This is an optimization exercise on Yosys and OpenROAD, whose aim is small area, a short achievable clock period and few clock cycles per item, not a production implementation. In this exercise RTL edits were held to simulation tests only and were not proved equivalent to the original.

==> design.v <==
package rosetta_pkg;
    localparam int num_pe = 8;
    localparam int word_w = 8;
    localparam int acc_w = 2 * word_w + $clog2(num_pe);
    typedef logic [31:0] inst_t;
    typedef logic [7:0]  pc_t;
    typedef logic [4:0]  row_addr_t;
    typedef logic [10:0] waddr_t;
    localparam int op_msb   = 31;
    localparam int op_lsb   = 30;
    localparam int dst_msb  = 29;
    localparam int dst_lsb  = 25;
    localparam int bias_msb = 24;
    localparam int bias_lsb = 20;
    localparam int x_msb    = 19;
    localparam int x_lsb    = 16;
    localparam int wb_msb   = 15;
    localparam int wb_lsb   = 5;
    localparam logic [1:0] op_nop  = 2'd0;
    localparam logic [1:0] op_mvma = 2'd1;
    localparam logic [1:0] op_halt = 2'd2;
endpackage
module mac_lane #(
    parameter int word_w = rosetta_pkg::word_w,
    parameter int acc_w  = rosetta_pkg::acc_w
) (
    input  logic                        clk,
    input  logic                        first,
    input  logic [word_w-1:0]           bias,
    input  logic [word_w/2-1:0]         bd_one,
    input  logic [word_w/2-1:0]         bd_two,
    input  logic [word_w/2-1:0]         bd_neg,
    input  logic [word_w-1:0]           weight,
    output logic [word_w-1:0]           result
);
    localparam int nd = word_w / 2;
    localparam int split = 13;
    logic [acc_w-1:0]  acc_q;
    logic              c_q;
    logic              cin;
    logic [acc_w-1:0]  base;
    logic [acc_w-1:0]  row_a;
    logic [acc_w-1:0]  row_b;
    logic [word_w+1:0] wx;
    assign wx = {weight[word_w-1], weight, 1'b0};
    logic [word_w:0] s0, s1, s2, s3;
    logic [word_w:0] srow [nd];
    for (genvar d = 0; d < nd; d++) begin : g_pp
        for (genvar j = 0; j <= word_w; j++) begin : g_bit
            assign srow[d][j] = ((bd_one[d] & wx[j+1]) | (bd_two[d] & wx[j])) ^ bd_neg[d];
        end
    end
    assign s0 = srow[0];
    assign s1 = srow[1];
    assign s2 = srow[2];
    assign s3 = srow[3];
    logic bsx;
    assign base[word_w-2:0]     = first ? bias[word_w-2:0] : acc_q[word_w-2:0];
    assign base[acc_w-1:word_w-1] = acc_q[acc_w-1:word_w-1] | {(acc_w-word_w+1){first}};
    assign bsx = first & ~bias[word_w-1];
    assign cin  = c_q & ~first;
    logic hs1, hc2, hs3, hc4, fs5, fc6, hs7, hc8, fs9, fc10, fs11, fc12, fs13, fc14, hs15, hc16, fs17, fc18, hs19, hc20, fs21, fc22, hs23, hc24, fs25, fc26, hs27, hc28, hs29, hc30, fs31, fc32, fs33, fc34, fs35, fc36, fs37, fc38, fs39, fc40, fs41, fc42, fs43, fc44, fs45, fc46, fs47, fc48, fs49, fc50, hs51, hc52, hs53, hc54, fs55, fc56, fs57, fc58, fs59, fc60, fs61, fc62, fs63, fc64, fs65, fc66, fs67, fc68, fs69, fc70, fs71, fc72, fs73, fc74, fs75, fc76, fs77, fc78, fs79, fc80, hs81, hc82, hs83, hc84, hs85, hc86, hs87, hc88;
    assign hs1 = bd_neg[2] ^ s0[4];
    assign hc2 = bd_neg[2] & s0[4];
    assign hs3 = s0[5] ^ s1[3];
    assign hc4 = s0[5] & s1[3];
    assign fs5 = bd_neg[3] ^ s0[6] ^ s1[4];
    assign fc6 = (bd_neg[3] & s0[6]) | (bd_neg[3] & s1[4]) | (s0[6] & s1[4]);
    assign hs7 = s2[2] ^ s3[0];
    assign hc8 = s2[2] & s3[0];
    assign fs9 = base[7] ^ s0[7] ^ s1[5];
    assign fc10 = (base[7] & s0[7]) | (base[7] & s1[5]) | (s0[7] & s1[5]);
    assign fs11 = s2[3] ^ s3[1] ^ bsx;
    assign fc12 = (s2[3] & s3[1]) | (s2[3] & bsx) | (s3[1] & bsx);
    assign fs13 = base[8] ^ s1[6] ^ s2[4];
    assign fc14 = (base[8] & s1[6]) | (base[8] & s2[4]) | (s1[6] & s2[4]);
    assign hs15 = s3[2] ^ s0[8];
    assign hc16 = s3[2] & s0[8];
    assign fs17 = base[9] ^ s1[7] ^ s2[5];
    assign fc18 = (base[9] & s1[7]) | (base[9] & s2[5]) | (s1[7] & s2[5]);
    assign hs19 = s3[3] ^ s0[8];
    assign hc20 = s3[3] & s0[8];
    assign fs21 = base[10] ^ s2[6] ^ s3[4];
    assign fc22 = (base[10] & s2[6]) | (base[10] & s3[4]) | (s2[6] & s3[4]);
    assign hs23 = ~s0[8] ^ ~s1[8];
    assign hc24 = ~s0[8] & ~s1[8];
    assign fs25 = ~(base[11] ^ s2[7]);
    assign fc26 = base[11] | s2[7];
    assign hs27 = bd_neg[1] ^ s0[2];
    assign hc28 = bd_neg[1] & s0[2];
    assign hs29 = s0[3] ^ s1[1];
    assign hc30 = s0[3] & s1[1];
    assign fs31 = s1[2] ^ s2[0] ^ hs1;
    assign fc32 = (s1[2] & s2[0]) | (s1[2] & hs1) | (s2[0] & hs1);
    assign fs33 = s2[1] ^ hc2 ^ hs3;
    assign fc34 = (s2[1] & hc2) | (s2[1] & hs3) | (hc2 & hs3);
    assign fs35 = hc4 ^ hs7 ^ fs5;
    assign fc36 = (hc4 & hs7) | (hc4 & fs5) | (hs7 & fs5);
    assign fs37 = hc8 ^ fc6 ^ fs9;
    assign fc38 = (hc8 & fc6) | (hc8 & fs9) | (fc6 & fs9);
    assign fs39 = hs15 ^ fc10 ^ fs13;
    assign fc40 = (hs15 & fc10) | (hs15 & fs13) | (fc10 & fs13);
    assign fs41 = hc16 ^ hs19 ^ fc14;
    assign fc42 = (hc16 & hs19) | (hc16 & fc14) | (hs19 & fc14);
    assign fs43 = hc20 ^ hs23 ^ fc18;
    assign fc44 = (hc20 & hs23) | (hc20 & fc18) | (hs23 & fc18);
    assign fs45 = s3[5] ^ hc24 ^ fc22;
    assign fc46 = (s3[5] & hc24) | (s3[5] & fc22) | (hc24 & fc22);
    assign fs47 = base[12] ^ s3[6] ^ ~s2[8];
    assign fc48 = (base[12] & s3[6]) | (base[12] & ~s2[8]) | (s3[6] & ~s2[8]);
    assign fs49 = ~(base[13] ^ cin);
    assign fc50 = base[13] | cin;
    assign hs51 = bd_neg[0] ^ s0[0];
    assign hc52 = bd_neg[0] & s0[0];
    assign hs53 = s0[1] ^ base[1];
    assign hc54 = s0[1] & base[1];
    assign fs55 = s1[0] ^ hs27 ^ base[2];
    assign fc56 = (s1[0] & hs27) | (s1[0] & base[2]) | (hs27 & base[2]);
    assign fs57 = hc28 ^ hs29 ^ base[3];
    assign fc58 = (hc28 & hs29) | (hc28 & base[3]) | (hs29 & base[3]);
    assign fs59 = hc30 ^ base[4] ^ fs31;
    assign fc60 = (hc30 & base[4]) | (hc30 & fs31) | (base[4] & fs31);
    assign fs61 = base[5] ^ fc32 ^ fs33;
    assign fc62 = (base[5] & fc32) | (base[5] & fs33) | (fc32 & fs33);
    assign fs63 = base[6] ^ fc34 ^ fs35;
    assign fc64 = (base[6] & fc34) | (base[6] & fs35) | (fc34 & fs35);
    assign fs65 = fc36 ^ fs37 ^ fs11;
    assign fc66 = (fc36 & fs37) | (fc36 & fs11) | (fs37 & fs11);
    assign fs67 = fc38 ^ fs39 ^ fc12;
    assign fc68 = (fc38 & fs39) | (fc38 & fc12) | (fs39 & fc12);
    assign fs69 = fs17 ^ fc40 ^ fs41;
    assign fc70 = (fs17 & fc40) | (fs17 & fs41) | (fc40 & fs41);
    assign fs71 = fs21 ^ fc42 ^ fs43;
    assign fc72 = (fs21 & fc42) | (fs21 & fs43) | (fc42 & fs43);
    assign fs73 = fs25 ^ fc44 ^ fs45;
    assign fc74 = (fs25 & fc44) | (fs25 & fs45) | (fc44 & fs45);
    assign fs75 = fc26 ^ fs47 ^ fc46;
    assign fc76 = (fc26 & fs47) | (fc26 & fc46) | (fs47 & fc46);
    assign fs77 = s3[7] ^ fs49 ^ fc48;
    assign fc78 = (s3[7] & fs49) | (s3[7] & fc48) | (fs49 & fc48);
    assign fs79 = base[14] ^ ~s3[8] ^ fc50;
    assign fc80 = (base[14] & ~s3[8]) | (base[14] & fc50) | (~s3[8] & fc50);
    assign hs81 = ~base[15];
    assign hc82 = base[15];
    assign hs83 = ~base[16];
    assign hc84 = base[16];
    assign hs85 = ~base[17];
    assign hc86 = base[17];
    assign hs87 = ~base[18];
    assign hc88 = base[18];
    assign row_a = {hs87, hs85, hs83, hs81, fs79, fs77, fs75, fs73, fs71, fs69, fs67, fs65, fs63, fs61, fs59, fs57, fs55, hs53, hs51};
    assign row_b = {hc86, hc84, hc82, fc80, fc78, fc76, fc74, fc72, fc70, fc68, fc66, fc64, fc62, fc60, fc58, fc56, hc54, hc52, base[0]};
    logic [split:0]         lo_sum;
    logic [acc_w-split-1:0] hi_sum;
    assign lo_sum = {1'b0, row_a[split-1:0]} + {1'b0, row_b[split-1:0]};
    assign hi_sum = row_a[acc_w-1:split] + row_b[acc_w-1:split];
    always_ff @(posedge clk) begin
        acc_q <= {hi_sum, lo_sum[split-1:0]};
        c_q   <= lo_sum[split];
    end
    logic [acc_w-split-1:0] hi;
    logic                   hi_zero, hi_ones, hi_ones_m1;
    logic                   t_zeros, t_ones, t_neg;
    assign hi         = acc_q[acc_w-1:split];
    assign hi_zero    = ~|hi;
    assign hi_ones    = &hi;
    assign hi_ones_m1 = &hi[acc_w-split-1:1] & ~hi[0];
    assign t_zeros    = (c_q ? hi_ones : hi_zero) & ~|acc_q[split-1:word_w-1];
    assign t_ones     = (c_q ? hi_ones_m1 : hi_ones) & &acc_q[split-1:word_w-1];
    assign t_neg      = hi[acc_w-split-1] ^ (c_q & &hi[acc_w-split-2:0]);
    always_comb begin
        if (t_ones || t_zeros) begin
            result = acc_q[word_w-1:0];
        end else if (t_neg) begin
            result = {1'b1, {(word_w-1){1'b0}}};
        end else begin
            result = {1'b0, {(word_w-1){1'b1}}};
        end
    end
endmodule
module mac_array #(
    parameter int num_pe = rosetta_pkg::num_pe,
    parameter int word_w = rosetta_pkg::word_w
) (
    input  logic                        clk,
    input  logic                        first,
    input  logic [word_w-1:0]           act_elem,
    input  logic [num_pe*word_w-1:0]    bias_row,
    input  logic [num_pe*word_w-1:0]    weight_row,
    output logic [num_pe*word_w-1:0]    result_row
);
    localparam int nd = word_w / 2;
    logic [num_pe*word_w-1:0] w_q;
    logic [nd-1:0]            one_d, two_d, neg_d;
    logic [nd-1:0]            one_q, two_q, neg_q;
    logic [num_pe-1:0]        first_q;       
    logic [word_w:0]          ax;
    assign ax = {act_elem, 1'b0};
    for (genvar d = 0; d < nd; d++) begin : g_enc
        assign one_d[d] = ax[2*d+1] ^ ax[2*d];
        assign two_d[d] = (ax[2*d+2] & ~ax[2*d+1] & ~ax[2*d])
                        | (~ax[2*d+2] & ax[2*d+1] & ax[2*d]);
        assign neg_d[d] = ax[2*d+2];
    end
    always_ff @(posedge clk) begin
        w_q   <= weight_row;
        one_q <= one_d;
        two_q <= two_d;
        neg_q <= neg_d;
        first_q <= {num_pe{first}};
    end
    for (genvar k = 0; k < num_pe; k++) begin : g_lane
        mac_lane #(
            .word_w(word_w),
            .acc_w (rosetta_pkg::acc_w)
        ) lane_inst (
            .clk    (clk),
            .first  (first_q[k]),
            .bias   (bias_row[k*word_w +: word_w]),
            .bd_one (one_q),
            .bd_two (two_q),
            .bd_neg (neg_q),
            .weight (w_q[k*word_w +: word_w]),
            .result (result_row[k*word_w +: word_w])
        );
    end
endmodule
module zero_skip_unit #(
    parameter int num_pe = rosetta_pkg::num_pe
) (
    input  logic [num_pe-1:0]           pres,
    output logic [$clog2(num_pe)-1:0]   idx,
    output logic [num_pe-1:0]           rest
);
    always_comb begin
        idx = '0;
        for (int i = num_pe - 1; i >= 0; i--) begin
            if (pres[i]) begin
                idx = $clog2(num_pe)'(i);
            end
        end
    end
    assign rest = pres & (pres - num_pe'(1));
endmodule
module core_sequencer #(
    parameter int num_pe = rosetta_pkg::num_pe
) (
    input  logic                        clk,
    input  logic                        rst,
    output logic                        im_ren,
    output rosetta_pkg::pc_t            im_raddr,
    input  rosetta_pkg::inst_t          im_rdata,
    output logic                        pam_x_ren,
    output rosetta_pkg::row_addr_t      pam_x_raddr,
    input  logic [num_pe-1:0]           pam_x_rdata,
    output logic                        am_x_ren,
    output rosetta_pkg::row_addr_t      am_x_raddr,
    output logic                        bm_ren,
    output rosetta_pkg::row_addr_t      bm_raddr,
    output logic                        wm_ren,
    output rosetta_pkg::waddr_t         wm_raddr,
    output logic                        am_r_wen,
    output rosetta_pkg::row_addr_t      am_r_waddr,
    output logic                        done,
    output logic [$clog2(num_pe)-1:0]   e1_k,
    output logic                        e1_empty,
    output logic                        e1_first
);
    localparam int idx_w = $clog2(num_pe);
    rosetta_pkg::pc_t   na_q;        
    logic               im_v_q;      
    logic               halted_q;
    logic               ir_v_q;      
    logic               ir_mok_q;    
    logic [3:0]         ir_x_q;
    logic [4:0]         ir_bias_q;
    logic [4:0]         ir_dst_q;
    logic [10:0]        ir_wb_q;
    logic               s_v_q;
    logic               s_last_q;    
    logic               s_rd_q;      
    logic               s_first_q;
    logic               s_empty_q;
    logic [idx_w-1:0]   s_k_q;
    logic [num_pe-1:0]  s_rest_q;
    logic [3:0]         s_x_q;
    logic [4:0]         s_bias_q;
    logic [4:0]         s_dst_q;
    logic [10:0]        s_wb_q;
    logic               e1_v_q, e1_first_q, e1_last_q, e1_empty_q;
    logic [idx_w-1:0]   e1_k_q;
    logic [4:0]         e1_bias_q, e1_dst_q;
    logic               e2_v_q, e2_last_q;
    logic [4:0]         e2_dst_q;
    logic               e3_wen_q;
    logic [4:0]         e3_dst_q;
    logic               done_q;
    logic [1:0]         opcode;
    logic               s_last;
    logic               s_free;
    logic               take;
    logic               ir_free;
    logic               adv;
    logic               adv0;        
    logic               is_mvma;
    logic               is_halt;
    logic [num_pe-1:0]  mask_pres;
    logic [idx_w-1:0]   mask_idx;
    logic [num_pe-1:0]  mask_rest;
    logic [idx_w-1:0]   rest_idx;
    logic [num_pe-1:0]  rest_rest;
    logic               s_v_d;
    logic               ir_v_d;
    logic               halted_d;
    assign opcode  = im_rdata[rosetta_pkg::op_msb:rosetta_pkg::op_lsb];
    assign is_mvma = (opcode == rosetta_pkg::op_mvma);
    assign is_halt = (opcode == rosetta_pkg::op_halt);
    assign s_last  = s_last_q;
    assign s_free  = !s_v_q || s_last;
    assign take    = s_free && ir_v_q && ir_mok_q;
    assign ir_free = !ir_v_q || take;
    assign adv0    = im_v_q && !halted_q && ir_free;
    assign adv     = adv0 || (im_v_q && !halted_q && !(is_mvma || is_halt));
    for (genvar k = 0; k < num_pe; k++) begin : g_pres
        assign mask_pres[k] = pam_x_rdata[num_pe-1-k];
    end
    zero_skip_unit #(.num_pe(num_pe)) zs_mask (
        .pres (mask_pres),
        .idx  (mask_idx),
        .rest (mask_rest)
    );
    zero_skip_unit #(.num_pe(num_pe)) zs_rest (
        .pres (s_rest_q),
        .idx  (rest_idx),
        .rest (rest_rest)
    );
    assign s_v_d    = take || (s_v_q && !s_last);
    assign ir_v_d   = (adv && is_mvma) || (ir_v_q && !take);
    assign halted_d = halted_q || (adv && is_halt);
    assign im_ren   = 1'b1;
    assign im_raddr = adv0 ? na_q + rosetta_pkg::pc_t'(1) : na_q;
    always_ff @(posedge clk) begin
        if (rst) begin
            na_q     <= '0;
            im_v_q   <= 1'b0;
            halted_q <= 1'b0;
            ir_v_q   <= 1'b0;
            ir_mok_q <= 1'b0;
            s_v_q    <= 1'b0;
            s_rd_q   <= 1'b0;
            e1_v_q   <= 1'b0;
            e2_v_q   <= 1'b0;
            e3_wen_q <= 1'b0;
            done_q   <= 1'b0;
        end else begin
            if (adv) begin
                na_q <= na_q + rosetta_pkg::pc_t'(1);
            end
            im_v_q   <= adv0 || !adv;
            halted_q <= halted_d;
            ir_v_q   <= ir_v_d;
            ir_mok_q <= (adv0 && is_mvma) || (ir_v_q && !take);
            s_v_q    <= s_v_d;
            s_rd_q   <= take ? |mask_pres : s_v_d;
            e1_v_q   <= s_v_q;
            e2_v_q   <= e1_v_q;
            e3_wen_q <= e2_v_q && e2_last_q;
            done_q   <= done_q || (halted_d && !ir_v_d && !s_v_d && !s_v_q && !e1_v_q);
        end
    end
    always_ff @(posedge clk) begin
        if (adv && is_mvma) begin
            ir_x_q    <= im_rdata[rosetta_pkg::x_msb:rosetta_pkg::x_lsb];
            ir_bias_q <= im_rdata[rosetta_pkg::bias_msb:rosetta_pkg::bias_lsb];
            ir_dst_q  <= im_rdata[rosetta_pkg::dst_msb:rosetta_pkg::dst_lsb];
            ir_wb_q   <= im_rdata[rosetta_pkg::wb_msb:rosetta_pkg::wb_lsb];
        end
    end
    always_ff @(posedge clk) begin
        if (take) begin
            s_first_q <= 1'b1;
            s_empty_q <= ~|mask_pres;
            s_last_q  <= ~|mask_rest;
            s_k_q     <= mask_idx;
            s_rest_q  <= mask_rest;
            s_x_q     <= ir_x_q;
            s_bias_q  <= ir_bias_q;
            s_dst_q   <= ir_dst_q;
            s_wb_q    <= ir_wb_q;
        end else begin
            s_first_q <= 1'b0;
            s_last_q  <= ~|rest_rest;
            s_k_q     <= rest_idx;
            s_rest_q  <= rest_rest;
        end
    end
    always_ff @(posedge clk) begin
        e1_first_q <= s_first_q;
        e1_last_q  <= s_last;
        e1_empty_q <= s_empty_q;
        e1_k_q     <= s_k_q;
        e1_bias_q  <= s_bias_q;
        e1_dst_q   <= s_dst_q;
        e2_last_q  <= e1_last_q;
        e2_dst_q   <= e1_dst_q;
        e3_dst_q   <= e2_dst_q;
    end
    assign pam_x_ren   = 1'b1;
    assign pam_x_raddr = {1'b0, ir_free ? im_rdata[rosetta_pkg::x_msb:rosetta_pkg::x_lsb] : ir_x_q};
    assign wm_ren      = s_rd_q;
    assign wm_raddr    = s_wb_q + rosetta_pkg::waddr_t'(s_k_q);
    assign am_x_ren    = wm_ren;
    assign am_x_raddr  = {1'b0, s_x_q};
    assign bm_ren      = e1_v_q && e1_first_q;
    assign bm_raddr    = e1_bias_q;
    assign am_r_wen    = e3_wen_q;
    assign am_r_waddr  = e3_dst_q;
    assign done        = done_q;
    assign e1_k        = e1_k_q;
    assign e1_empty    = e1_empty_q;
    assign e1_first    = e1_first_q;
endmodule
module rosetta_core #(
    parameter int num_pe = rosetta_pkg::num_pe,
    parameter int word_w = rosetta_pkg::word_w
) (
    input  logic                          clk,
    input  logic                          rst,
    output logic                          im_ren,
    output rosetta_pkg::pc_t              im_raddr,
    input  rosetta_pkg::inst_t            im_rdata,
    output logic                          pam_x_ren,
    output rosetta_pkg::row_addr_t        pam_x_raddr,
    input  logic [num_pe-1:0]             pam_x_rdata,
    output logic                          am_x_ren,
    output rosetta_pkg::row_addr_t        am_x_raddr,
    input  logic [num_pe*word_w-1:0]      am_x_rdata,
    output logic                          bm_ren,
    output rosetta_pkg::row_addr_t        bm_raddr,
    input  logic [num_pe*word_w-1:0]      bm_rdata,
    output logic                          wm_ren,
    output rosetta_pkg::waddr_t           wm_raddr,
    input  logic [num_pe*word_w-1:0]      wm_rdata,
    output logic                          am_r_wen,
    output rosetta_pkg::row_addr_t        am_r_waddr,
    output logic [num_pe*word_w-1:0]      am_r_wdata,
    output logic                          done
);
    logic [$clog2(num_pe)-1:0]  e1_k;
    logic                       e1_empty;
    logic                       e1_first;
    logic [word_w-1:0]          act_elem;
    core_sequencer #(
        .num_pe(num_pe)
    ) sequencer_inst (
        .clk         (clk),
        .rst         (rst),
        .im_ren      (im_ren),
        .im_raddr    (im_raddr),
        .im_rdata    (im_rdata),
        .pam_x_ren   (pam_x_ren),
        .pam_x_raddr (pam_x_raddr),
        .pam_x_rdata (pam_x_rdata),
        .am_x_ren    (am_x_ren),
        .am_x_raddr  (am_x_raddr),
        .bm_ren      (bm_ren),
        .bm_raddr    (bm_raddr),
        .wm_ren      (wm_ren),
        .wm_raddr    (wm_raddr),
        .am_r_wen    (am_r_wen),
        .am_r_waddr  (am_r_waddr),
        .done        (done),
        .e1_k        (e1_k),
        .e1_empty    (e1_empty),
        .e1_first    (e1_first)
    );
    assign act_elem = e1_empty ? '0 : am_x_rdata[e1_k * word_w +: word_w];
    mac_array #(
        .num_pe(num_pe),
        .word_w(word_w)
    ) mac_array_inst (
        .clk        (clk),
        .first      (e1_first),
        .act_elem   (act_elem),
        .bias_row   (bm_rdata),
        .weight_row (wm_rdata),
        .result_row (am_r_wdata)
    );
endmodule
==> flow/run.sh <==
#!/bin/bash
# The standard layout, with plain buf_1 cells as the port buffers instead of the
# delay buffers buffer_ports picks by itself. The whole make output goes to layout.log.
set -euo pipefail
bash standard.sh "BUFFER_PORTS_ARGS=-buffer_cell sky130_fd_sc_hd__buf_1" finish > layout.log 2>&1
==> standard.sh <==
#!/bin/bash
# synth_recipe.tcl (not shown) runs the flow's synth.tcl, then flattens the netlist and writes it again
# the make line also repeats each setting of config.mk as NAME=value (left out here)
make -C /OpenROAD-flow-scripts/flow DESIGN_CONFIG=/design/flow/config.mk WORK_HOME=/design/flow/orfs CLKGATE_MAP_FILE= SYNTH_SCRIPT=/design/flow/synth_recipe.tcl "${@:-finish}"
==> config.mk <==
export PLATFORM = sky130hd
export DESIGN_NAME = rosetta_core
export DESIGN_NICKNAME = rosetta_core
export VERILOG_FILES = /design/flow/design.v
export SDC_FILE = /design/flow/constraint.sdc
export NUM_CORES = 4
export LEC_CHECK = 0
export CAP_MARGIN = 20
export CORE_MARGIN = 2
export CORE_UTILIZATION = 55
export CTS_CLUSTER_DIAMETER = 80
export CTS_CLUSTER_SIZE = 25
export SETUP_SLACK_MARGIN = 5
export SLEW_MARGIN = 20
export TNS_END_PERCENT = 0
==> constraint.sdc <==
create_clock -name core_clock -period 9.0 [get_ports {clk}]
set_input_delay 1.8000 -clock core_clock [delete_from_list [all_inputs] [get_ports {clk}]]
set_output_delay 1.8000 -clock core_clock [all_outputs]
set_load 0.01 [all_outputs]
==> summary.md, run 1 <==
| Metric | Value |
|---|---|
| Worst Path Buf+Inv | `1` |
| Global Route Usage Sum | `26.8%` |
| Layout cell share with drive strength beyond 1 | `around 8.1%` |
| Worst R2R End | `mac_array_inst.g_lane[5].lane_inst.acc_q[12]` |
| CTS Buf Count | `28` |
| Core Area | `roughly 0.053 mm^2` |
| Post-Synthesis Cell Area | `between 0.02 and 0.03 mm^2` |
| Final worst-path cycle share | `47.7%` |
| Worst min path class | `register to register` |
| Full die area | `0.0556 mm^2` |
| Number of synthesized register bits | `345` |
| CP Cell Sequence | `or4_1 -> nor4_1 -> a21o_1 -> a31oi_4 -> mux2_2 -> buf_1` |
| Drt total wl | `76.2 mm` |
| Delay of the slowest critical-path stage | `540 ps` |
| Share of the synthesized area in the top cell type | `19.9%` |
| Area Growth Syn to Fin | `11.1%` |
| # setup viols final | `0` |
| Setup CP Type | `register to output port` |
| GRT overflow | `0` |
| Post-synthesis adder-cell area fraction | `26.6%` |
| DP Wirelength | `52.1 mm` |
| Compound-Gate Fraction of Synth Area | `14.5%` |
| Post-Syn Instances | `3080` |
| Pre-CTS WS | `roughly 4000 ps` |
| Asr flop ratio synth | `0%` |
| Proportion of synthesized area in mux cells | `under 10%` |
| Post-synth EDFFs | `51` |
| Dpl cell area | `0.0310 mm^2` |
| Clock tree buffer depth | `3` |
| Vias in the first global route | `between 20k and 25k` |
| Largest family of logic cells by synthesized area | `adder cells` |
| # clock sinks | `345` |
| Max-slew headroom | `between 30% and 40%` |
| ANT nets after route | `0` |
| Worst path slowest cell | `or4_1` |
| Slew Viols, Final | `0` |
| Setup TNS Final | `0 ps` |
| DR vias | `22.7k` |
| Port Buffers | `334` |
| First-pass GRT wire length | `122 mm` |
| Synth cell count leaders | `xnor2_1 (316), inv_1 (301), dfxtp_1 (294)` |
| Xor and xnor area share after synthesis | `13.3%` |
| Hold Violations, Final | `0` |
| Clock latency (worst-skew pair) | `around 620 ps` |
| Worst-Margin Slew | `1010 ps` |
| Synthesis Warnings | `5` |
| Critical path capture point type | `output port` |
| Max-Cap Viols | `0` |
| Die W | `236 um` |
| H-tree levels | `1` |
| Largest net degree at the start of global routing | `169` |
| Worst EP arrival | `~2500 ps` |
| # fillers | `~4.6k` |
| Hold path startpoint | `sequencer_inst.s_dst_q[0]` |
| Worst R2R Path Depth | `13` |
| Die height | `236 um` |
| Sequential share of the synthesized area | `roughly a quarter` |
| IO Count | `roughly 340` |
| Top FF cell, synth | `dfxtp_1` |
| RSZ-0062 raised after global routing | `yes` |
| Drt wl/cell | `between 15 and 20 um` |
| Critical path origin | `mac_array_inst.g_lane[5].lane_inst.acc_q[13]` |
| Setup ws final | `between 4000 and 5000 ps` |
| Count leader, synth | `xnor2_1` |
| Worst Hold Depth | `0` |
| Fin Hold WS | `322 ps` |
| Antenna violations before repair | `2` |
| CTS tree | `done` |
| Design area | `0.0328 mm^2` |
| Netlist cell types | `77` |
| Fin crit period | `4300 ps` |
| Final Net Count | `4011` |
| Initial DRT Pass Iterations | `5` |
| Routed vias/inst | `around 5.7` |
| CP max FO | `7` |
| Synth top area cells | `dfxtp_1 (20%), fa_1 (16%), ha_1 (11%)` |
| Routability Congestion | `0.861` |
| Synthesized area per cell | `9.60 um^2` |
| Critical Path Start Type | `register` |
| Initial DRC Count | `1222` |
| Root Driver | `clkbuf_16` |
| Critical path depth | `6` |
| Worst Hold Path EP | `sequencer_inst.e1_dst_q[0]` |
| R2R Setup Slk | `4830 ps` |
| Yosys top cell by area | `dfxtp_1` |
| DRC viols | `0` |
| Req. time, crit path | `7200 ps` |
| Row count | `84` |
| FMAX | `233 MHz` |
| Reg-to-reg startpoint | `mac_array_inst.two_q[2]` |
| N_diodes | `0` |
| Delay-heaviest family, CP | `simple AND/OR/NAND/NOR gates` |
| Clock slew at reported path FFs | `100 ps` |
| Clk_skew | `32.8 ps` |
| Status | `no timing/DRC/antenna violations` |
| Initial Util | `55.9%` |
| Post-Synth Simple-Gate Area | `9.48%` |
-- layer usage --
layer,vias to the layer above,share of wire [%],routed length (um),GRT usage (%)
met4,4,2.6,1960,6.77
met5,-,0.035,27,0
met2,562,49,37300,47.7
li1,10900,-,-,-
met3,95,5.4,4090,3.72
met1,11200,43,32800,34.2
-- cell families (layout without fill, tap and decap cells) --
kind of cell               count (synthesis)  in the layout
adders and majority gates                488            488
buffers and inverters                    500            730
xor gates and xnor gates                 450            450
muxes                                     99             99
other                                      2              4
and+or+nand+nor                          577            577
AOI/OAI and AO/OA                        619            619
DFF                                      345            345
-- what timing repair did --
item,CTS,global route
setup endpoints to repair,162,133
hold buffers,0,0
gates resized for setup,31,31
pin swaps,5,4
gates cloned,0,1
setup buffers,20,7
-- worst register-to-register path, stage by stage (launching register included) --
cell,delay [ps]
dfxtp_4,560
buf_6,330
a22oi_1,150
xor2_1,180
fa_1,490
inv_1,50
fa_1,460
fa_1,470
ha_1,360
and3_1,220
o21ai_0,80
a21oi_1,90
o41ai_1,480
xnor2_1,170
-- final cells by class --
type,instances,area [um^2],area share (%)
Timing Repair Buffer,377,1930,5.88
Inverter,301,1130,3.44
Multi-Input combinational cell,2237,20400,62.1
Clock buffer,30,718,2.19
Clock inverter,22,365,1.11
Sequential cell,345,7460,22.7
Tap cell,688,861,2.62
-- per-stage QoR --
stage	instances	utilization, %
finish	4000	62.1
global route	4000	62.1
CTS	3992	61.6
detailed placement	3920	58.7
global placement	3920	58.7
floorplan	3082	-
-- sequential cells by signal, indices dropped and copies added (netlist names), 3 cells and up --
register,flops
mac_array_inst.g_lane.lane_inst.acc_q,152
mac_array_inst.g_lane.lane_inst.c_q,8
mac_array_inst.neg_q,4
mac_array_inst.one_q,4
mac_array_inst.two_q,4
mac_array_inst.w_q,64
sequencer_inst.e1_bias_q,5
sequencer_inst.e1_dst_q,5
sequencer_inst.e1_k_q,3
sequencer_inst.e2_dst_q,5
sequencer_inst.e3_dst_q,5
sequencer_inst.ir_bias_q,5
sequencer_inst.ir_dst_q,5
sequencer_inst.ir_wb_q,11
sequencer_inst.ir_x_q,4
sequencer_inst.na_q,8
sequencer_inst.s_bias_q,5
sequencer_inst.s_dst_q,5
sequencer_inst.s_k_q,3
sequencer_inst.s_rest_q,7
sequencer_inst.s_wb_q,11
sequencer_inst.s_x_q,4
-- worst max-delay path by stage --
stage | endpoint
global route | am_r_wdata[35]
CTS | am_r_wdata[42]
detailed placement | mac_array_inst.g_lane[2].lane_inst.acc_q[10]
global placement | mac_array_inst.g_lane[0].lane_inst.acc_q[10]
finish | am_r_wdata[42]
floorplan | mac_array_inst.g_lane[4].lane_inst.acc_q[11]
-- placed cells by master (no fill, tap or decap), types with 17 or more instances in the layout --
cell type,n
xnor2_1,316
nor4_1,19
nand2_1,174
o21ai_0,104
nor2_1,145
a211oi_1,18
nand3_1,17
nor3_1,41
fa_1,234
nand4_1,25
xor2_1,134
dfxtp_1,280
inv_1,301
o21a_1,23
buf_1,333
a21oi_1,98
ha_1,251
mux2i_1,26
o21bai_1,22
mux2_2,57
clkbuf_16,29
a22oi_1,226
and3_1,23
a21o_1,44
edfxtp_1,51
or2_2,45
Testbench counts, summed over its fixed seeds: cycles 4,705, items 1,180.
==> run 2: changes to the inputs <==
--- a/config.mk
+++ b/config.mk
@@ -10,4 +10,4 @@
 export CORE_UTILIZATION = 55
-export CTS_CLUSTER_DIAMETER = 80
-export CTS_CLUSTER_SIZE = 25
+export CTS_CLUSTER_DIAMETER = 90
+export CTS_CLUSTER_SIZE = 30
 export SETUP_SLACK_MARGIN = 5
==> run 2 against run 1 <==
Net effect: core utilization shrank 0.11 points; die area is the same; critical endpoint unchanged; register-to-register slack is essentially flat; critical path type unchanged; clock skew is essentially flat.
==> summary.md, run 2 <==
| Metric | Value |
|---|---|
| Worst Hold Depth | `0 (unchanged)` |
| Routability Congestion | `0.861 (unchanged)` |
| N_diodes | `0 (unchanged)` |
| Regs by FF count | `mac_array_inst.g_lane.lane_inst.acc_q (152), mac_array_inst.w_q (64)` |
| Clock latency (worst-skew pair) | `600 ps (-20 ps)` |
| Initial Util | `55.9% (unchanged)` |
| Delay of the slowest critical-path stage | `520 ps (-20 ps)` |
| Hold path startpoint | `sequencer_inst.s_bias_q[3]` |
| Status | `no timing/DRC/antenna violations` |
| Top FF cell, synth | `dfxtp_1` |
| Max reg flops | `152 (unchanged)` |
| Setup TNS Final | `0 ps (unchanged)` |
| Critical Path Start Type | `register` |
| CTS Buf Count | `25 (-11%)` |
| Worst EP arrival | `2460 ps (-40 ps)` |
| Drt wl/cell | `19.0 um (-0.19%)` |
| R2R Setup Slk | `4820 ps (about the same)` |
| Worst R2R Path Depth | `14 (+1)` |
| Top reg by flops | `mac_array_inst.g_lane.lane_inst.acc_q` |
| ANT nets after route | `0 (unchanged)` |
| Antenna violations before repair | `2 (unchanged)` |
| Design area | `0.0328 mm^2 (-0.18%)` |
| Final Net Count | `4020 (+0.22%)` |
| Synthesis Warnings | `5 (unchanged)` |
| Largest net degree at the start of global routing | `169 (unchanged)` |
| Post-Synthesis Cell Area | `0.0296 mm^2 (unchanged)` |
| First-pass GRT wire length | `121 mm (-0.36%)` |
| Synthesized area per cell | `9.60 um^2 (unchanged)` |
| Commonest non-fill, non-tap cell in the layout | `buf_1` |
| Sequential share of the synthesized area | `25.1% (unchanged)` |
| Worst-Margin Slew | `1030 ps (+22.0 ps)` |
| Worst R2R End | `mac_array_inst.g_lane[2].lane_inst.acc_q[10]` |
| Clk_skew | `32.6 ps (-0.240 ps)` |
| Layout cell share with drive strength beyond 1 | `8.05% (-0.012 points)` |
| Reg-to-reg startpoint | `mac_array_inst.two_q[0]` |
| Number of synthesized register bits | `345 (unchanged)` |
| Netlist cell types | `77 (unchanged)` |
| Port Buffers | `334 (unchanged)` |
| CTS tree | `done` |
| Root Driver | `clkbuf_16` |
| Fin crit period | `4260 ps (-40.3 ps)` |
| Synth top area cells | `dfxtp_1 (20%), fa_1 (16%), ha_1 (11%)` |
| Hold Violations, Final | `0 (unchanged)` |
| CP max FO | `7 (unchanged)` |
| Vias in the first global route | `23.6k (-0.18%)` |
| Post-Syn Instances | `3080 (unchanged)` |
| Die height | `236 um (unchanged)` |
| RSZ-0062 raised after global routing | `yes` |
| # fillers | `4563 (+0.26%)` |
| DP Wirelength | `52.1 mm (unchanged)` |
| # clock sinks | `345 (unchanged)` |
| Synth cell count leaders | `xnor2_1 (316), inv_1 (301), dfxtp_1 (294)` |
| Worst path slowest cell | `or4_1` |
| Critical path capture point type | `output port` |
| Asr flop ratio synth | `0% (unchanged)` |
| Slew Viols, Final | `0 (unchanged)` |
| GRT overflow | `0 (unchanged)` |
| Row count | `84 (unchanged)` |
| CP Cell Sequence | `or4_1 -> nor4_1 -> a21o_1 -> a31oi_4 -> mux2_2 -> buf_1` |
| H-tree levels | `1 (unchanged)` |
| Worst Hold Path EP | `sequencer_inst.e1_bias_q[3]` |
| IO Count | `344 (unchanged)` |
| Final worst-path cycle share | `47.3% (-0.45 points)` |
| Setup CP Type | `register to output port` |
| Worst min path class | `register to register` |
| Dpl cell area | `0.0310 mm^2 (unchanged)` |
| Share of the synthesized area in the top cell type | `19.9% (unchanged)` |
| Max-slew headroom | `31.1% (-1.5 points)` |
| Req. time, crit path | `7200 ps (about the same)` |
| # setup viols final | `0 (unchanged)` |
| Full die area | `0.0556 mm^2 (unchanged)` |
| FMAX | `235 MHz (+0.95%)` |
| Routed vias/inst | `5.67 (about the same)` |
| Most frequent cells in the layout | `buf_1 (334), xnor2_1 (316), inv_1 (301), dfxtp_1 (280), ha_1 (251)` |
| DRC viols | `0 (unchanged)` |
| DR vias | `22.7k (+0.044%)` |
| Delay-heaviest family, CP | `simple AND/OR/NAND/NOR gates` |
| Count leader, synth | `xnor2_1` |
| Area Growth Syn to Fin | `10.9%` |
| Max-Cap Viols | `0 (unchanged)` |
| Initial DRC Count | `1243 (+1.7%)` |
| Initial DRT Pass Iterations | `5 (unchanged)` |
| Die W | `236 um (unchanged)` |
| Clock slew at reported path FFs | `100 ps (about the same)` |
| Hold buffers post-CTS | `0 (unchanged)` |
| Clock tree buffer depth | `3 (unchanged)` |
| Global Route Usage Sum | `26.7% (-0.11 points)` |
| Post-synth EDFFs | `51 (unchanged)` |
| Core Area | `0.0529 mm^2 (unchanged)` |
| Worst Path Buf+Inv | `1 (unchanged)` |
| Drt total wl | `76.1 mm (about the same)` |
| Yosys top cell by area | `dfxtp_1` |
## run 2: cell counts after synthesis
Identical to the previous run, type by type.
## run 2: cells by family after synthesis
kind of cell,Yosys count,synth area share (%)
buffers and inverters,500,6.71
AND/OR/NAND/NOR,577,9.48
other,2,0.0254
AO/OA/AOI/OAI,619,14.5
flip-flops,345,25.1
XOR/XNOR,450,13.3
multiplexers,99,4.27
adder cells (fa/ha/maj),488,26.6
## run 2: how the worst max path moves through the flow
stage | endpoint | start | slack, ps | cells past startpoint
6_report | am_r_wdata[42] | mac_array_inst.g_lane[5].lane_inst.acc_q[13] | 4740 | 6
3_3_place_gp | mac_array_inst.g_lane[0].lane_inst.acc_q[10] | mac_array_inst.neg_q[0] | 4080 | 13
4_1_cts | am_r_wdata[42] | mac_array_inst.g_lane[5].lane_inst.acc_q[13] | 4710 | 6
5_1_grt | am_r_wdata[43] | mac_array_inst.g_lane[5].lane_inst.acc_q[13] | 4640 | 6
2_1_floorplan | mac_array_inst.g_lane[4].lane_inst.acc_q[11] | bm_rdata[34] | 4880 | 8
3_5_place_dp | mac_array_inst.g_lane[2].lane_inst.acc_q[10] | mac_array_inst.one_q[0] | 4020 | 14
## run 2: final cells by class
| cell class | count | area [um^2] | share of cell area, % |
|---|---|---|---|
| clock buffer | 29 | 661 | 2.02 |
| sequential | 345 | 7460 | 22.7 |
| clock inverter | 16 | 285 | 0.870 |
| timing repair buffer | 389 | 2020 | 6.17 |
| multi-input combinational | 2237 | 20400 | 62.1 |
| tap | 688 | 861 | 2.63 |
| inverter | 301 | 1130 | 3.45 |
## run 2: routing by layer
metal	up-vias	wire length [um]	global-route usage (%)
met4	4	1770	6.72
met3	96	4290	3.79
met1	11100	32500	34.1
met2	602	37600	47.4
met5	-	27	0
li1	10900	-	-
## run 2: timing repair
action | 4_1_cts | 5_1_grt
gates cloned | 0 | 2
pin swaps | 5 | 3
setup buffers | 24 | 14
gates resized for setup | 33 | 25
endpoints found under the setup margin | 161 | 130
## run 2: stage by stage
step           utilization [%]  hold slack (ps)  cells  setup slack (ps)
2_1_floorplan                -              310   3082              4880
3_3_place_gp              58.7              310   3920              4080
3_5_place_dp              58.7              312   3920              4020
4_1_cts                   61.4              316   3989              4710
5_1_grt                   62.0              326   4005              4640
6_report                  62.0              317   4005              4740
==> run 3: changes to the inputs <==
--- a/design.v
+++ b/design.v
@@ -162,3 +162,3 @@
     logic                   hi_zero, hi_ones, hi_ones_m1;
-    logic                   t_zeros, t_ones, t_neg;
+    logic                   mid_ok, hi_ok, pass, neg;
     assign hi         = acc_q[acc_w-1:split];
@@ -167,14 +167,9 @@
     assign hi_ones_m1 = &hi[acc_w-split-1:1] & ~hi[0];
-    assign t_zeros    = (c_q ? hi_ones : hi_zero) & ~|acc_q[split-1:word_w-1];
-    assign t_ones     = (c_q ? hi_ones_m1 : hi_ones) & &acc_q[split-1:word_w-1];
-    assign t_neg      = hi[acc_w-split-1] ^ (c_q & &hi[acc_w-split-2:0]);
-    always_comb begin
-        if (t_ones || t_zeros) begin
-            result = acc_q[word_w-1:0];
-        end else if (t_neg) begin
-            result = {1'b1, {(word_w-1){1'b0}}};
-        end else begin
-            result = {1'b0, {(word_w-1){1'b1}}};
-        end
-    end
+    assign mid_ok     = acc_q[word_w-1] ? &acc_q[split-1:word_w] : ~|acc_q[split-1:word_w];
+    assign hi_ok      = acc_q[word_w-1] ? (c_q ? hi_ones_m1 : hi_ones)
+                                        : (c_q ? hi_ones : hi_zero);
+    assign pass       = mid_ok & hi_ok;
+    assign neg        = hi[acc_w-split-1] ^ (c_q & &hi[acc_w-split-2:0]);
+    assign result[word_w-1]   = neg;
+    assign result[word_w-2:0] = pass ? acc_q[word_w-2:0] : {(word_w-1){~neg}};
 endmodule
@@ -281,2 +276,3 @@
     logic               s_rd_q;      
+    logic [10:0]        s_wa_q;      
     logic               s_first_q;
@@ -379,2 +375,3 @@
     always_ff @(posedge clk) begin
+        s_wa_q <= (take ? ir_wb_q : s_wb_q) + rosetta_pkg::waddr_t'(take ? mask_idx : rest_idx);
         if (take) begin
@@ -410,3 +407,3 @@
     assign wm_ren      = s_rd_q;
-    assign wm_raddr    = s_wb_q + rosetta_pkg::waddr_t'(s_k_q);
+    assign wm_raddr    = s_wa_q;
     assign am_x_ren    = wm_ren;
--- a/config.mk
+++ b/config.mk
@@ -12,2 +12,3 @@
 export CTS_CLUSTER_SIZE = 30
+export PLACE_DENSITY = 0.8
 export SETUP_SLACK_MARGIN = 5
==> run 3 against run 2 <==
Net effect: still clean; register-to-register slack improved by 40 ps; clock skew increased by 21 ps; count of clock-buffer cells in the layout decreased by 3; final area about the same; sequential cell count increased by 11; critical endpoint is now am_r_wdata[14]; largest cell class unchanged.
==> summary.md, run 3 <==
| Metric | Value |
|---|---|
| Synthesis Warnings | `5 (unchanged)` |
| Vias in the first global route | `23.2k (-1.7%)` |
| Critical Path Start Type | `register` |
| Global Route Usage Sum | `26.7% (about the same)` |
| Worst min path class | `register to register` |
| Fin crit period | `4220 ps (-38.7 ps)` |
| DR vias | `22.9k (+0.92%)` |
| H-tree levels | `1 (unchanged)` |
| Hold buffers post-CTS | `0 (unchanged)` |
| Row count | `84 (unchanged)` |
| Clock tree buffer depth | `3 (unchanged)` |
| Pre-CTS WS | `4020 ps (+2.63 ps)` |
| Die W | `236 um (about the same)` |
| Hold Violations, Final | `0 (unchanged)` |
| Final worst-path cycle share | `46.9% (-0.43 points)` |
| Core Area | `0.0528 mm^2 (-0.20%)` |
| Most frequent cells in the layout | `buf_1 (331), xnor2_1 (318), inv_1 (298), dfxtp_1 (286), ha_1 (252)` |
| Max reg flops | `152 (unchanged)` |
| Full die area | `0.0555 mm^2 (-0.14%)` |
| CTS tree | `done` |
| Layout cell share with drive strength beyond 1 | `8.72% (+0.67 points)` |
| Routed vias/inst | `5.74 (+1.2%)` |
| Top reg by flops | `mac_array_inst.g_lane.lane_inst.acc_q` |
| Die height | `236 um (about the same)` |
| Share of the synthesized area in the top cell type | `21.4% (+1.5 points)` |
| Count leader, synth | `xnor2_1` |
| Initial DRC Count | `1591 (+28%)` |
| Worst-Margin Slew | `783 ps (-248 ps)` |
| Regs by FF count | `mac_array_inst.g_lane.lane_inst.acc_q (152), mac_array_inst.w_q (64)` |
| Synth top area cells | `dfxtp_1 (21%), fa_1 (16%), ha_1 (11%)` |
| Initial Util | `55.9% (about the same)` |
| Post-Syn Instances | `3067 (-0.42%)` |
| Number of synthesized register bits | `356 (+3.2%)` |
| Final Net Count | `4007 (-0.32%)` |
| Setup CP Type | `register to output port` |
| Initial DRT Pass Iterations | `5 (unchanged)` |
| Setup ws final | `4780 ps (+38.7 ps)` |
| Synthesized area per cell | `9.62 um^2 (+0.29%)` |
| CTS Buf Count | `23 (-8.0%)` |
| Port Buffers | `334 (unchanged)` |
| Worst EP arrival | `2420 ps (-40 ps)` |
| Area Growth Syn to Fin | `11.1%` |
| Sequential share of the synthesized area | `25.5% (+0.41 points)` |
| ANT nets after route | `0 (unchanged)` |
| # setup viols final | `0 (unchanged)` |
| Drt wl/cell | `19.1 um (+0.73%)` |
| Top FF cell, synth | `dfxtp_1` |
| Antenna violations before repair | `3 (+1)` |
| DRC viols | `0 (unchanged)` |
| Critical path capture point type | `output port` |
| Drt total wl | `76.5 mm (+0.43%)` |
| Root Driver | `clkbuf_16` |
| DP Wirelength | `50.9 mm (-2.4%)` |
| IO Count | `344 (unchanged)` |
| Post-synth EDFFs | `40 (-22%)` |
| Req. time, crit path | `7200 ps (about the same)` |
| Netlist cell types | `74 (-3.9%)` |
| Max-Cap Viols | `0 (unchanged)` |
| CP max FO | `7 (unchanged)` |
| FMAX | `237 MHz (+0.92%)` |
| Clk_skew | `53.6 ps (+21.0 ps)` |
| Asr flop ratio synth | `0% (unchanged)` |
| First-pass GRT wire length | `119 mm (-1.7%)` |
| Post-Synthesis Cell Area | `0.0295 mm^2 (-0.14%)` |
| Slew Viols, Final | `0 (unchanged)` |
| Clock slew at reported path FFs | `120 ps (+20 ps)` |
| # clock sinks | `356 (+3.2%)` |
| Commonest non-fill, non-tap cell in the layout | `buf_1` |
| Status | `no timing/DRC/antenna violations` |
| Yosys top cell by area | `dfxtp_1` |
| Routability Congestion | `0.905 (+5.1%)` |
| Synth cell count leaders | `xnor2_1 (321), dfxtp_1 (316), inv_1 (298)` |
| Largest net degree at the start of global routing | `169 (unchanged)` |
| GRT overflow | `0 (unchanged)` |
| Setup TNS Final | `0 ps (unchanged)` |
| RSZ-0062 raised after global routing | `yes` |
| Fin Hold WS | `328 ps (+10.4 ps)` |
| Max-slew headroom | `47.3% (+16 points)` |
| Clock latency (worst-skew pair) | `630 ps (+30 ps)` |
## run 3: changes by cell type in the layout (fill, tap and decap cells not counted), moves of 14 or more
| cell | before | now |
|---|---|---|
| a21oi_1 | 99 | 113 |
| nor3_1 | 41 | 20 |
| dfxtp_2 | 5 | 20 |
| nand3_1 | 17 | 33 |
| and3_1 | 23 | 7 |
| a31o_1 | 0 | 28 |
| o21ai_0 | 104 | 88 |
| mux2_2 | 57 | 40 |
## run 3: stage by stage
| step | utilization [%] | instances | instance area [um^2] |
|---|---|---|---|
| 2_1_floorplan | - | 3069 | 29600 |
| 3_3_place_gp | 58.6 | 3902 | 30900 |
| 3_5_place_dp | 58.6 | 3902 | 30900 |
| 4_1_cts | 61.6 | 3978 | 32500 |
| 5_1_grt | 62.1 | 3993 | 32800 |
| 6_report | 62.1 | 3993 | 32800 |
## run 3: kinds of logic (layout without fill, tap and decap cells)
kind of cell	count (synthesis)	count (layout)	synth area share [%]
fa+ha+maj	490	490	26.7
buf+inv	504	738	6.88
compound gates	626	626	14.9
simple gates	548	548	8.79
xor+xnor	457	457	13.6
other cells	2	6	0.0254
mux	84	84	3.70
flops	356	356	25.5
## run 3: timing repair
action / in CTS / in global routing
gates resized for setup: 67 / 27
endpoints found under the setup margin: 156 / 110
pin swaps: 17 / 5
gates cloned: 0 / 2
setup buffers: 34 / 10
## run 3: layer usage
metal / vias to the layer above / wire length (um) / GRT usage [%]
met5: - / 9 / 0
met4: 2 / 2970 / 9.50
li1: 10800 / - / -
met1: 11100 / 30700 / 33.4
met3: 180 / 6050 / 4.49
met2: 882 / 36700 / 46.3
## run 3: area by class of cell
class	count	area [um^2]
antenna	2	5.00
clock buffer	26	587
clock inverter	16	328
fill	4226	20000
inverter	299	1120
multi-input combinational	2209	20100
sequential	356	7590
tap	688	861
timing repair buffer	397	2160
## run 3: critical path, cell delays in order, from the launching register on
cell	delay [ps]
dfxtp_2	360
or4_4	520
o31ai_4	400
a21oi_4	140
a31o_1	230
buf_2	140
## run 3: final timing paths
check | startpoint | endpoint | slack, ps | cells after the start
hold / removal | sequencer_inst.e1_dst_q[0] | sequencer_inst.e2_dst_q[0] | 330 | 0
setup / recovery | mac_array_inst.g_lane[1].lane_inst.acc_q[9] | am_r_wdata[14] | 4780 | 5
setup reg to reg | mac_array_inst.one_q[3] | mac_array_inst.g_lane[1].lane_inst.c_q | 4860 | 15
hold reg to reg | sequencer_inst.e1_dst_q[0] | sequencer_inst.e2_dst_q[0] | 330 | 0
Testbench counts of run 3, summed over its fixed seeds: cycles 4,705, items 1,180.
==> run 4: changes to the inputs <==
--- a/config.mk
+++ b/config.mk
@@ -12,3 +12,2 @@
 export CTS_CLUSTER_SIZE = 30
-export PLACE_DENSITY = 0.8
 export SETUP_SLACK_MARGIN = 5
==> run 4 against run 3 <==
Net effect: global-route usage up 0.53 points; final area up 0.53%; die area unchanged; wire length up 3.5%; fmax up 0.33%; clock skew down 12 ps; critical path type unchanged; critical endpoint is now am_r_wdata[11].
==> summary.md, run 4 <==
| Metric | Value |
|---|---|
| Initial DRC Count | `1340 (-16%)` |
| R2R Setup Slk | `4870 ps (about the same)` |
| Setup CP Type | `register to output port` |
| Fin crit period | `4200 ps (-13.8 ps)` |
| Xor and xnor area share after synthesis | `13.6% (unchanged)` |
| Fin util | `62.5% (+0.33 points)` |
| Yosys top cell by area | `dfxtp_1` |
| Reg-to-reg startpoint | `mac_array_inst.one_q[1]` |
| Critical Path Start Type | `register` |
| Top reg by flops | `mac_array_inst.g_lane.lane_inst.acc_q` |
| Clk_skew | `41.2 ps (-12.4 ps)` |
| Full die area | `0.0555 mm^2 (unchanged)` |
| RSZ-0062 raised after global routing | `yes` |
| Most frequent cells in the layout | `buf_1 (324), xnor2_1 (319), inv_1 (297), dfxtp_1 (288), ha_1 (251)` |
| Area Growth Syn to Fin | `11.7%` |
| Netlist cell types | `74 (unchanged)` |
| CTS tree | `done` |
| Met1 usage | `35.4% (+2.0 points)` |
| Worst R2R Path Depth | `16 (+1)` |
| Synth cell count leaders | `xnor2_1 (321), dfxtp_1 (316), inv_1 (298)` |
| Regs by FF count | `mac_array_inst.g_lane.lane_inst.acc_q (152), mac_array_inst.w_q (64)` |
| Clock tree buffer depth | `3 (unchanged)` |
| Largest family of logic cells by synthesized area | `adder cells` |
| Row count | `84 (unchanged)` |
| Final Net Count | `4011 (+0.10%)` |
| IO Count | `344 (unchanged)` |
| Synthesis Warnings | `5 (unchanged)` |
| Post-Syn Instances | `3067 (unchanged)` |
| DRC viols | `0 (unchanged)` |
| Layout cell share with drive strength beyond 1 | `9.53% (+0.81 points)` |
| ANT nets after route | `0 (unchanged)` |
| H-tree levels | `1 (unchanged)` |
| Asr flop ratio synth | `0% (unchanged)` |
| Number of synthesized register bits | `356 (unchanged)` |
| Count leader, synth | `xnor2_1` |
| Worst EP arrival | `2400 ps (-20 ps)` |
| Worst Hold Depth | `0 (unchanged)` |
| Die height | `236 um (unchanged)` |
| Dpl cell area | `0.0309 mm^2 (about the same)` |
| Setup TNS Final | `0 ps (unchanged)` |
| GRT overflow | `0 (unchanged)` |
| Worst-Margin Slew | `727 ps (-56.3 ps)` |
| Worst min path class | `register to register` |
| Status | `no timing/DRC/antenna violations` |
| Post-synthesis adder-cell area fraction | `26.7% (unchanged)` |
| Worst R2R End | `mac_array_inst.g_lane[5].lane_inst.c_q` |
| Post-Synth Simple-Gate Area | `8.79% (unchanged)` |
| Global Route Usage Sum | `27.2% (+0.53 points)` |
| Compound-Gate Fraction of Synth Area | `14.9% (unchanged)` |
| Hold Violations, Final | `0 (unchanged)` |
| Initial Util | `55.9% (unchanged)` |
| # setup viols final | `0 (unchanged)` |
| Post-Synthesis Cell Area | `0.0295 mm^2 (unchanged)` |
| Hold buffers post-CTS | `0 (unchanged)` |
| Synth top area cells | `dfxtp_1 (21%), fa_1 (16%), ha_1 (11%)` |
| Root Driver | `clkbuf_16` |
| CTS Buf Count | `23 (unchanged)` |
| Critical path capture point type | `output port` |
| First-pass GRT wire length | `123 mm (+3.6%)` |
| Max-Cap Viols | `0 (unchanged)` |
| Share of the synthesized area in the top cell type | `21.4% (unchanged)` |
| Drt total wl | `79.1 mm (+3.5%)` |
| DR vias | `22.9k (-0.14%)` |
| Die W | `236 um (unchanged)` |
| Slew Viols, Final | `0 (unchanged)` |
| Req. time, crit path | `7200 ps (about the same)` |
| Vias in the first global route | `23.6k (+1.7%)` |
| Antenna violations before repair | `3 (unchanged)` |
| Port Buffers | `334 (unchanged)` |
| Commonest non-fill, non-tap cell in the layout | `buf_1` |
| Post-synth EDFFs | `40 (unchanged)` |
| Proportion of synthesized area in mux cells | `3.70% (unchanged)` |
| # clock sinks | `356 (unchanged)` |
| Pre-CTS WS | `3940 ps (-80.8 ps)` |
| Initial DRT Pass Iterations | `8 (+3)` |
| Hold path startpoint | `sequencer_inst.s_bias_q[2]` |
| Max reg flops | `152 (unchanged)` |
| FMAX | `238 MHz (+0.33%)` |
| CP max FO | `7 (unchanged)` |
| Design area | `0.0330 mm^2 (+0.53%)` |
| Core Area | `0.0528 mm^2 (unchanged)` |
| Top FF cell, synth | `dfxtp_1` |
| Largest net degree at the start of global routing | `66 (-61%)` |
| Routed vias/inst | `5.73 (-0.22%)` |
| Setup ws final | `4800 ps (+13.8 ps)` |
| DP Wirelength | `52.1 mm (+2.5%)` |
| Clock latency (worst-skew pair) | `620 ps (about the same)` |
| Sequential share of the synthesized area | `25.5% (unchanged)` |
| Gr busiest metal | `met2` |
| Final worst-path cycle share | `46.7% (-0.15 points)` |
| Routability Congestion | `0.861 (-4.9%)` |
| GR Layer Usage met3 | `4.51% (+0.023 points)` |
| Drt wl/cell | `19.8 um (+3.4%)` |
| GR Util met2 | `47.0% (+0.68 points)` |
| Max-slew headroom | `51.5% (+4.2 points)` |
| Worst path slowest cell | `or4_4` |
| Delay of the slowest critical-path stage | `510 ps (about the same)` |
| CP Cell Sequence | `and4_4 -> nand2_1 -> or4_4 -> o31ai_4 -> a21oi_4 -> a31o_1 -> buf_2` |
| Synthesized area per cell | `9.62 um^2 (unchanged)` |
| Worst Hold Path EP | `sequencer_inst.e1_bias_q[2]` |
| Clock slew at reported path FFs | `110 ps (about the same)` |
run 4: cell counts after synthesis:
Identical to the previous run, type by type.
run 4: how the worst max path moves through the flow:
stage | start | to | slack [ps] | cells past startpoint
6_report | mac_array_inst.g_lane[1].lane_inst.acc_q[16] | am_r_wdata[11] | 4800 | 7
5_1_grt | mac_array_inst.one_q[1] | mac_array_inst.g_lane[1].lane_inst.c_q | 4720 | 13
4_1_cts | mac_array_inst.g_lane[1].lane_inst.acc_q[11] | am_r_wdata[11] | 4790 | 5
3_5_place_dp | mac_array_inst.neg_q[0] | mac_array_inst.g_lane[3].lane_inst.c_q | 3940 | 13
3_3_place_gp | mac_array_inst.one_q[0] | mac_array_inst.g_lane[6].lane_inst.c_q | 4020 | 14
2_1_floorplan | bm_rdata[42] | mac_array_inst.g_lane[5].lane_inst.acc_q[12] | 4900 | 9
run 4: stage by stage:
stage | instances | hold slack [ps]
6_report | 3996 | 335
5_1_grt | 3995 | 337
4_1_cts | 3971 | 336
3_5_place_dp | 3901 | 312
3_3_place_gp | 3901 | 311
2_1_floorplan | 3069 | 310
run 4: routing by layer:
metal	part of all wire [%]	wire, um
met5	0.020	16
met4	2.9	2320
met3	6.8	5380
met2	48	37800
met1	43	33600
run 4: what timing repair did:
item	in CTS	in global routing
gates cloned	1	9
pin swaps	12	19
buffers inserted	27	14
setup endpoints to repair	158	115
resized for setup	62	67
run 4: area by class of cell:
class                           count  area (um^2)
Multi-Input combinational cell   2210        20200
Fill cell                        4504        19800
Sequential cell                   356         7590
Timing Repair Buffer              400         2340
Inverter                          299         1120
Tap cell                          688          861
Clock buffer                       24          579
Clock inverter                     18          275
Antenna cell                        1         2.50
run 4: worst max-delay path: cells and delay by family, from the launching register on:
kind	cells	cell delay [ps]
AO/OA/AOI/OAI	3	480
buffers and inverters	1	140
flip-flops	1	360
AND/OR/NAND/NOR	3	820
run 4: kinds of logic (layout without fill, tap and decap cells):
kind of cell,Yosys count,after routing
and+or+nand+nor,548,549
DFF,356,356
adders and majority gates,490,490
xor gates and xnor gates,457,457
other,2,5
muxes,84,84
buffers and inverters,504,741
AOI/OAI and AO/OA,626,626
==> run 5: changes to the inputs <==
--- a/config.mk
+++ b/config.mk
@@ -10,2 +10,3 @@
 export CORE_UTILIZATION = 55
+export CTS_BUF_LIST = sky130_fd_sc_hd__clkbuf_16
 export CTS_CLUSTER_DIAMETER = 90
==> run 5 against run 4 <==
Net effect: sequential cell count did not move; critical endpoint unchanged; register-to-register slack barely moved; sequential share of layout area stayed put; count of clock-buffer cells in the layout decreased by 1; core utilization did not move; synthesized cell count is the same; critical path type unchanged; clock skew shrank 1.4 ps; critical path depth unchanged; still clean on timing, DRC and antenna.
==> summary.md, run 5 <==
| Metric | Value |
|---|---|
| Top reg by flops | `mac_array_inst.g_lane.lane_inst.acc_q` |
| DRC viols | `0 (unchanged)` |
| Post-synth EDFFs | `40 (unchanged)` |
| Full die area | `0.0555 mm^2 (unchanged)` |
| Worst R2R Path Depth | `16 (unchanged)` |
| Critical path origin | `mac_array_inst.g_lane[1].lane_inst.acc_q[16]` |
| Number of synthesized register bits | `356 (unchanged)` |
| ANT nets after route | `0 (unchanged)` |
| Sequential share of the synthesized area | `25.5% (unchanged)` |
| Initial DRT Pass Iterations | `5 (-3)` |
| Clock tree buffer depth | `3 (unchanged)` |
| Synthesis Warnings | `5 (unchanged)` |
| Setup TNS Final | `0 ps (unchanged)` |
| Asr flop ratio synth | `0% (unchanged)` |
| CP max FO | `7 (unchanged)` |
| Initial DRC Count | `1339 (-0.075%)` |
| Critical Path Start Type | `register` |
| DP Wirelength | `52.1 mm (unchanged)` |
| Vias in the first global route | `23.6k (unchanged)` |
| Share of the synthesized area in the top cell type | `21.4% (unchanged)` |
| CTS Buf Count | `23 (unchanged)` |
| Post-Syn Instances | `3067 (unchanged)` |
| CP endpoint | `am_r_wdata[11]` |
| Worst min path class | `register to register` |
| Commonest non-fill, non-tap cell in the layout | `buf_1` |
| Slew Viols, Final | `0 (unchanged)` |
| CTS tree | `done` |
| Hold Violations, Final | `0 (unchanged)` |
| Antenna violations before repair | `3 (unchanged)` |
| DR vias | `22.9k (-0.13%)` |
| Routed vias/inst | `5.72 (-0.13%)` |
| Top FF cell, synth | `dfxtp_1` |
| Final Net Count | `4011 (unchanged)` |
| Core Area | `0.0528 mm^2 (unchanged)` |
| Clock latency (worst-skew pair) | `620 ps (about the same)` |
| # setup viols final | `0 (unchanged)` |
| First-pass GRT wire length | `123 mm (unchanged)` |
| Req. time, crit path | `7200 ps (about the same)` |
| GRT overflow | `0 (unchanged)` |
| Regs by FF count | `mac_array_inst.g_lane.lane_inst.acc_q (152), mac_array_inst.w_q (64)` |
| H-tree levels | `1 (unchanged)` |
| Worst R2R End | `mac_array_inst.g_lane[5].lane_inst.c_q` |
| Drt wl/cell | `19.8 um (-0.11%)` |
| R2R Setup Slk | `4870 ps (about the same)` |
| # clock sinks | `356 (unchanged)` |
| Synth top area cells | `dfxtp_1 (21%), fa_1 (16%), ha_1 (11%)` |
| Die height | `236 um (unchanged)` |
| Clk_skew | `39.7 ps (-1.43 ps)` |
| Largest net degree at the start of global routing | `66 (unchanged)` |
| FMAX | `238 MHz (about the same)` |
| Root Driver | `clkbuf_16` |
| Drt total wl | `79.0 mm (-0.11%)` |
| Worst-Margin Slew | `726 ps (-1.60 ps)` |
| Row count | `84 (unchanged)` |
| Status | `no timing/DRC/antenna violations` |
| RSZ-0062 raised after global routing | `yes` |
| Routability Congestion | `0.861 (unchanged)` |
| Reg-to-reg startpoint | `mac_array_inst.one_q[1]` |
| Final worst-path cycle share | `46.7% (about the same)` |
| Critical path capture point type | `output port` |
| Clock slew at reported path FFs | `110 ps (about the same)` |
| Count leader, synth | `xnor2_1` |
| Initial Util | `55.9% (unchanged)` |
| Setup CP Type | `register to output port` |
| Layout cell share with drive strength beyond 1 | `9.53% (unchanged)` |
| Synth cell count leaders | `xnor2_1 (321), dfxtp_1 (316), inv_1 (298)` |
| Hold buffers post-CTS | `0 (unchanged)` |
| Max reg flops | `152 (unchanged)` |
| Post-Synthesis Cell Area | `0.0295 mm^2 (unchanged)` |
[run 5: cell types whose count changed in the layout (fill, tap and decap cells not counted), sizes merged]
cell / before / now
clkbuf: 37 / 36
inv: 310 / 311
[run 5: repair_timing]
| action | 4_1_cts | 5_1_grt |
|---|---|---|
| setup buffers | 27 | 14 |
| pin swaps | 12 | 19 |
| endpoints found under the hold margin | 0 | 0 |
| endpoints found under the setup margin | 158 | 115 |
| cloned | 1 | 9 |
| resized for setup | 62 | 67 |
[run 5: metrics by stage]
step	cell area, um^2	hold slack (ps)	worst slack, ps	utilization [%]	instances
final	33000	336	4800	62.5	3996
after global routing	33000	337	4720	62.5	3995
after CTS	32400	336	4790	61.4	3971
after detailed placement	30900	312	3940	58.6	3901
after global placement	30900	311	4020	58.6	3901
after floorplan	29600	310	4900	-	3069
[run 5: logic make-up (layout without fill, tap and decap cells)]
group,count (synthesis),count (layout),synth area share [%]
muxes,84,84,3.70
adders and majority gates,490,490,26.7
AOI/OAI and AO/OA,626,626,14.9
xor gates and xnor gates,457,457,13.6
buffers and inverters,504,741,6.88
and+or+nand+nor,548,549,8.79
other,2,5,0.0254
DFF,356,356,25.5
[run 5: metal layers]
| layer | part of all wire, % | wire [um] | vias up | global-route usage, % |
|---|---|---|---|---|
| li1 | - | - | 10800 | - |
| met1 | 43 | 33600 | 11200 | 35.4 |
| met2 | 48 | 37800 | 681 | 47.0 |
| met3 | 6.7 | 5300 | 131 | 4.51 |
| met4 | 2.9 | 2310 | 2 | 6.95 |
| met5 | 0.020 | 16 | - | 0 |
[run 5: layout make-up]
type	count	area, um^2
Sequential cell	356	7590
Inverter	299	1120
Multi-Input combinational cell	2210	20200
Fill cell	4504	19800
Clock inverter	19	279
Timing Repair Buffer	400	2340
Clock buffer	23	576
Antenna cell	1	2.50
Tap cell	688	861
[run 5: worst min-delay path by stage]
stage	slack, ps	from	end
5_1_grt	340	sequencer_inst.s_bias_q[2]	sequencer_inst.e1_bias_q[2]
3_3_place_gp	310	sequencer_inst.e1_dst_q[0]	sequencer_inst.e2_dst_q[0]
2_1_floorplan	310	sequencer_inst.s_first_q	sequencer_inst.e1_first_q
3_5_place_dp	310	sequencer_inst.s_first_q	sequencer_inst.e1_first_q
4_1_cts	340	sequencer_inst.e2_dst_q[1]	sequencer_inst.e3_dst_q[1]
6_report	340	sequencer_inst.e1_dst_q[1]	sequencer_inst.e2_dst_q[1]
[run 5: worst max-delay path, stage by stage, from the launching register on]
cell	delay, ps
dfxtp_2	360
and4_4	220
nand2_1	90
or4_4	510
o31ai_4	130
a21oi_4	140
a31o_1	210
buf_2	140

static timing again, ports no longer ideal:
The flow's constraints put no driver on any port. The routed layouts listed below were extracted and timed again, unchanged, in two steps.
Step 1, drivers: a clkbuf_16 drives clk and a buf_2 each remaining input, both assumed.
Step 2 moves the port delays by t, midway between the first and last clock arrival at a register: inputs arrive t later, outputs are due t later. That takes back most of the time a late clock gives input paths.
Slacks: ideal / step 1 / step 2; pairs: ideal / step 1.
run | t (ns) | setup WS [ns] | worst setup path after step 2 | worst slew at a driven data input, ns | pins driven straight from the clock port
run 1 | 0.673 | 4.704 / 4.640 / 4.521 | input to register | 0.09 | 1
run 2 | 0.645 | 4.745 / 4.682 / 4.518 | input to register | 0.09 | 1
run 3 | 0.663 | 4.783 / 4.725 / 4.459 | input to register | 0.15 | 1
run 4 | 0.664 | 4.797 / 4.732 / 4.425 | input to register | 0.13 | 1
run 5 | 0.663 | 4.797 / 4.732 / 4.420 | input to register | 0.13 | 1
After both steps every run listed still meets setup and hold. For run 5, which loses most, drivers alone change the setup slack by -0.065 ns; drivers and shift together by -0.377 ns.
